Source: an optimization exercise on an open RTL-to-GDS flow (aim: small area, a short achievable clock period and few clock cycles). Production flows keep margins and buffers that such runs may drop. In this exercise RTL edits were held to simulation tests only and were not proved equivalent to the original. Power figures rest on the tool's default switching activity, not on a simulated workload.

wip/cedar:
## energy_vad_endpoint_detector_core
module energy_vad_endpoint_detector_core (
  input  logic        clk,
  input  logic        rst,
  input  logic        s_tvalid,
  output logic        s_tready,
  input  logic [15:0] s_tdata,
  input  logic [1:0]  s_tuser,
  input  logic        s_tlast,
  output logic        m_tvalid,
  input  logic        m_tready,
  output logic [7:0]  m_tdata,
  input  logic        cfg_we,
  input  logic [2:0]  cfg_index,
  input  logic [30:0] cfg_wdata
);
Size: ~330 flip-flops, roughly 68 I/O pins.
clock: 10.0 ns
lec_check: 0
abc_area: 1
cap_margin: 20
core_margin: 2
core_utilization: 65
place_density: 0.75
slew_margin: 20
standard.sh (not shown) runs the stock make flow with config.mk's settings and CLKGATE_MAP_FILE= SYNTH_SCRIPT=/design/flow/synth_recipe.tcl, a recipe that flattens the netlist after the stock synthesis.
==> flow/flow/run.sh <==
#!/bin/bash
# Layout flow: the standard ORFS flow, with two changes to how the layout
# is made (the clock period and constraints are unchanged):
#  - the timing repair after floorplan, clock-tree synthesis and global
#    routing aims for setup slack of REPAIR_MARGIN ns;
#  - every input and output port still gets its own buffer, but a plain
#    buf_1 (the repair resizes it where timing needs) instead of a delay cell.
# Each step's full output is in orfs/logs/; make's own output goes to
# flow_make.log here.
set -euo pipefail
REPAIR_MARGIN=7.0
bash standard.sh SETUP_SLACK_MARGIN=$REPAIR_MARGIN \
  "BUFFER_PORTS_ARGS=-buffer_cell sky130_fd_sc_hd__buf_1" finish > flow_make.log 2>&1
Every stage of the flow completed for wip/cedar, and the final layout passed the timing, DRC and antenna checks.
Testbench counts of wip/cedar, summed over its fixed seeds: cycles 160,139.
Input-level comparison between wip/ember and wip/cedar:
-- flow/config.mk --
<<< wip/cedar, line 9
export CAP_MARGIN = 20
export CORE_MARGIN = 2
export CORE_UTILIZATION = 65
export PLACE_DENSITY = 0.75
export SLEW_MARGIN = 20
>>> wip/ember, line 9
export CAP_MARGIN = 20
export CORE_MARGIN = 2
export CORE_UTILIZATION = 55
export PLACE_DENSITY = 0.8
export SLEW_MARGIN = 20
==> comparison <==
- wip/ember -> wip/cedar: power flat
- wip/ember did not stop at any stage, and its layout met the timing, DRC and antenna checks.
- wip/cedar did not stop at any stage, and its layout met the timing, DRC and antenna checks.
- Changes observed in wip/ember relative to wip/cedar: share of power burned in combinational logic picked up an extra 0.8 points, fraction of met2 tracks used by global routing lost 4.9 points, number of buffers outside the clock class in the layout picked up an extra 2.9%, number of cell rows picked up an extra about 9%.
For wip/pepper, these inputs were changed with respect to wip/ember:
-- flow/config.mk --
<<< wip/ember, line 9
export CAP_MARGIN = 20
export CORE_MARGIN = 2
export CORE_UTILIZATION = 55
export PLACE_DENSITY = 0.8
export SLEW_MARGIN = 20
>>> wip/pepper, line 9
export CAP_MARGIN = 20
export CORE_MARGIN = 2
export CORE_UTILIZATION = 65
export PLACE_DENSITY = 0.65
export SLEW_MARGIN = 20
--- outcome ---
Timing startpoint of the critical path = m_flags[0]: wip/ember; timing startpoint of the critical path = m_flags[3]: wip/pepper
Any difference in highest achievable clock rate between wip/ember and wip/pepper is small enough to ignore.
Measured against each other, wip/ember and wip/pepper differ in total power, the lower figure coming from wip/pepper.
Delta (wip/pepper minus wip/ember): area of combinational cells with multiple inputs now smaller, fraction of area in clock buffers and inverters now smaller, detailed-routed wire length on met2 now smaller.
wip/pepper ends up with a routing usage on met1 that is 10 points higher than in wip/ember.


## old
energy_vad_endpoint_detector_core, a different RTL version from the one above (not shown whole).
Size: about 2800 cells after synthesis, roughly 330 flip-flops, about 68 I/O pins, ~23000 sq um of cells after synthesis.
==> flow/config.mk <==
export PLATFORM = sky130hd
export DESIGN_NAME = energy_vad_endpoint_detector_core
export DESIGN_NICKNAME = energy_vad_endpoint_detector_core
export VERILOG_FILES = /design/flow/design.v
export SDC_FILE = /design/flow/constraint.sdc
export NUM_CORES = 4
export LEC_CHECK = 0
export ABC_AREA = 1
export CAP_MARGIN = 20
export CORE_MARGIN = 2
export CORE_UTILIZATION = 40
export SLEW_MARGIN = 20
==> flow/constraint.sdc <==
create_clock -name core_clock -period 10.0 [get_ports {clk}]
set_input_delay 2.0000 -clock core_clock [delete_from_list [all_inputs] [get_ports {clk}]]
set_output_delay 2.0000 -clock core_clock [all_outputs]
set_load 0.01 [all_outputs]
==> flow/flow/run.sh <==
#!/bin/bash
# Layout flow: the standard ORFS flow, with the timing repair after
# clock-tree synthesis and global routing aiming for setup slack of
# REPAIR_MARGIN ns (the clock period and constraints are unchanged; only the
# repair target moves). Each step's full output is in orfs/logs/; make's own
# output goes to flow_make.log here.
set -euo pipefail
REPAIR_MARGIN=7.5
bash standard.sh SETUP_SLACK_MARGIN=$REPAIR_MARGIN finish > flow_make.log 2>&1
Testbench counts of old, summed over its fixed seeds: cycles 160,139.
### old -> new
==> flow/flow/run.sh <==
#!/bin/bash
# Layout flow: the standard ORFS flow, with two changes to how the layout
# is made (the clock period and constraints are unchanged):
#  - the timing repair after floorplan, clock-tree synthesis and global
#    routing aims for setup slack of REPAIR_MARGIN ns;
#  - every input and output port still gets its own buffer, but a plain
#    buf_1 (the repair resizes it where timing needs) instead of a delay cell.
# Each step's full output is in orfs/logs/; make's own output goes to
# flow_make.log here.
set -euo pipefail
REPAIR_MARGIN=7.0
bash standard.sh SETUP_SLACK_MARGIN=$REPAIR_MARGIN \
  "BUFFER_PORTS_ARGS=-buffer_cell sky130_fd_sc_hd__buf_1" finish > flow_make.log 2>&1
==> notes.md <==
When new is measured against old, its wire length per cell after detailed routing turns out 0.99 um lower. Sort new and old by sequential share of layout area, descending, and new comes first. new against old: met3 track utilization from global routing dropped 0.56 points, total inserted antenna cells climbed 3, non-clock buffer count dropped 130. new: first-pass GRT wire length 5.5% below old. Compared with old, new degrades worst slew slack as a fraction of its limit. Measured against each other, new and old differ in final cell count, the lower figure coming from new. new against old; placer congestion estimate is up by a few percent. Routed wire length: higher on old.


Another version of the RTL of energy_vad_endpoint_detector_core (not shown whole).
For scale: roughly 2700 cells after synthesis, ~330 flip-flops, about 68 I/O pins, ~22000 µm² of cells after synthesis.
clock: 10.0 ns
lec_check: 0
abc_area: 1
cap_margin: 20
core_margin: 2
core_utilization: 40
cts_buf_list: sky130_fd_sc_hd__clkbuf_4 sky130_fd_sc_hd__clkbuf_8
slew_margin: 20
==> flow/flow/run.sh <==
#!/bin/bash
# Layout flow: the standard ORFS flow, with two changes to how the layout
# is made (the clock period and constraints are unchanged):
#  - the timing repair after floorplan, clock-tree synthesis and global
#    routing aims for setup slack of REPAIR_MARGIN ns;
#  - every input and output port still gets its own buffer, but a plain
#    buf_1 (the repair resizes it where timing needs) instead of a delay cell.
# Each step's full output is in orfs/logs/; make's own output goes to
# flow_make.log here.
set -euo pipefail
REPAIR_MARGIN=7.0
bash standard.sh SETUP_SLACK_MARGIN=$REPAIR_MARGIN \
  "BUFFER_PORTS_ARGS=-buffer_cell sky130_fd_sc_hd__buf_1" finish > flow_make.log 2>&1
Testbench counts at the start, summed over its fixed seeds: cycles 160,139.
Rerun with:
--- a/flow/config.mk
+++ b/flow/config.mk
@@ -10,4 +10,4 @@
 export CORE_MARGIN = 2
-export CORE_UTILIZATION = 40
-export CTS_BUF_LIST = sky130_fd_sc_hd__clkbuf_4 sky130_fd_sc_hd__clkbuf_8
+export CORE_UTILIZATION = 65
+export PLACE_DENSITY = 0.75
 export SLEW_MARGIN = 20
The changed run produced a clean layout; register-to-register slack loses 30 ps; area after synthesis is unchanged; sequential power hardly moves; global-route usage is higher by 11 points; combinational power is higher by about 2%; non-clock buffer count goes down by 1; design area goes down by 1.1%; via count is higher by 1.0%.
Rerun with:
--- a/flow/flow/run.sh
+++ b/flow/flow/run.sh
@@ -10,3 +10,3 @@
 set -euo pipefail
-REPAIR_MARGIN=7.0
+REPAIR_MARGIN=6.8
 bash standard.sh SETUP_SLACK_MARGIN=$REPAIR_MARGIN \
- The new run completed with no timing, DRC or antenna violations
- critical path depth went up by 10
- hold slack improves by 5.4 ps
- first-iteration DRC count went down by about 3%
- die area is unchanged
- power went down by about 4.4%

[port drivers added, routing unchanged]
The flow's constraints put no driver on any port. The routed layouts listed below were extracted and timed again, unchanged, in two steps. Step 1, drivers: a clkbuf_16 drives clk and a buf_2 each remaining input, both assumed. Step 2 also shifts input and output timing later by t, the mid clock arrival at the registers, as if the neighbouring blocks saw the same clock. a / b / c = no drivers / after step 1 / after step 2; a / b = the first two.
run | t, ns | setup WS [ns] | worst setup path at the end | worst data-port slew with drivers (ns) | pins driven straight from the clock port
wip/cedar | 0.603 | 6.952 / 6.895 / 6.570 | input to register | 0.06 | 1
wip/ember | 0.593 | 6.963 / 6.906 / 6.504 | input to register | 0.04 | 1
wip/pepper | 0.583 | 6.969 / 6.916 / 6.571 | input to register | 0.06 | 1
old | 0.617 | 6.938 / 6.877 / 6.737 | input to register | 0.06 | 1
new | 0.605 | 6.953 / 6.898 / 6.502 | input to register | 0.11 | 1
the first run of note 3 | 0.703 | 6.856 / 6.803 / 6.482 | input to register | 0.04 | 1
the second run of note 3 | 0.600 | 6.960 / 6.905 / 6.512 | input to register | 0.08 | 1
the third run of note 3 | 0.579 | 6.915 / 6.915 / 6.370 | input to register | 0.06 | 1
After both steps setup and hold are still met in every run listed. For the third run of note 3, which loses most, drivers alone change the setup slack by 0.000 ns; drivers and shift together by -0.545 ns.
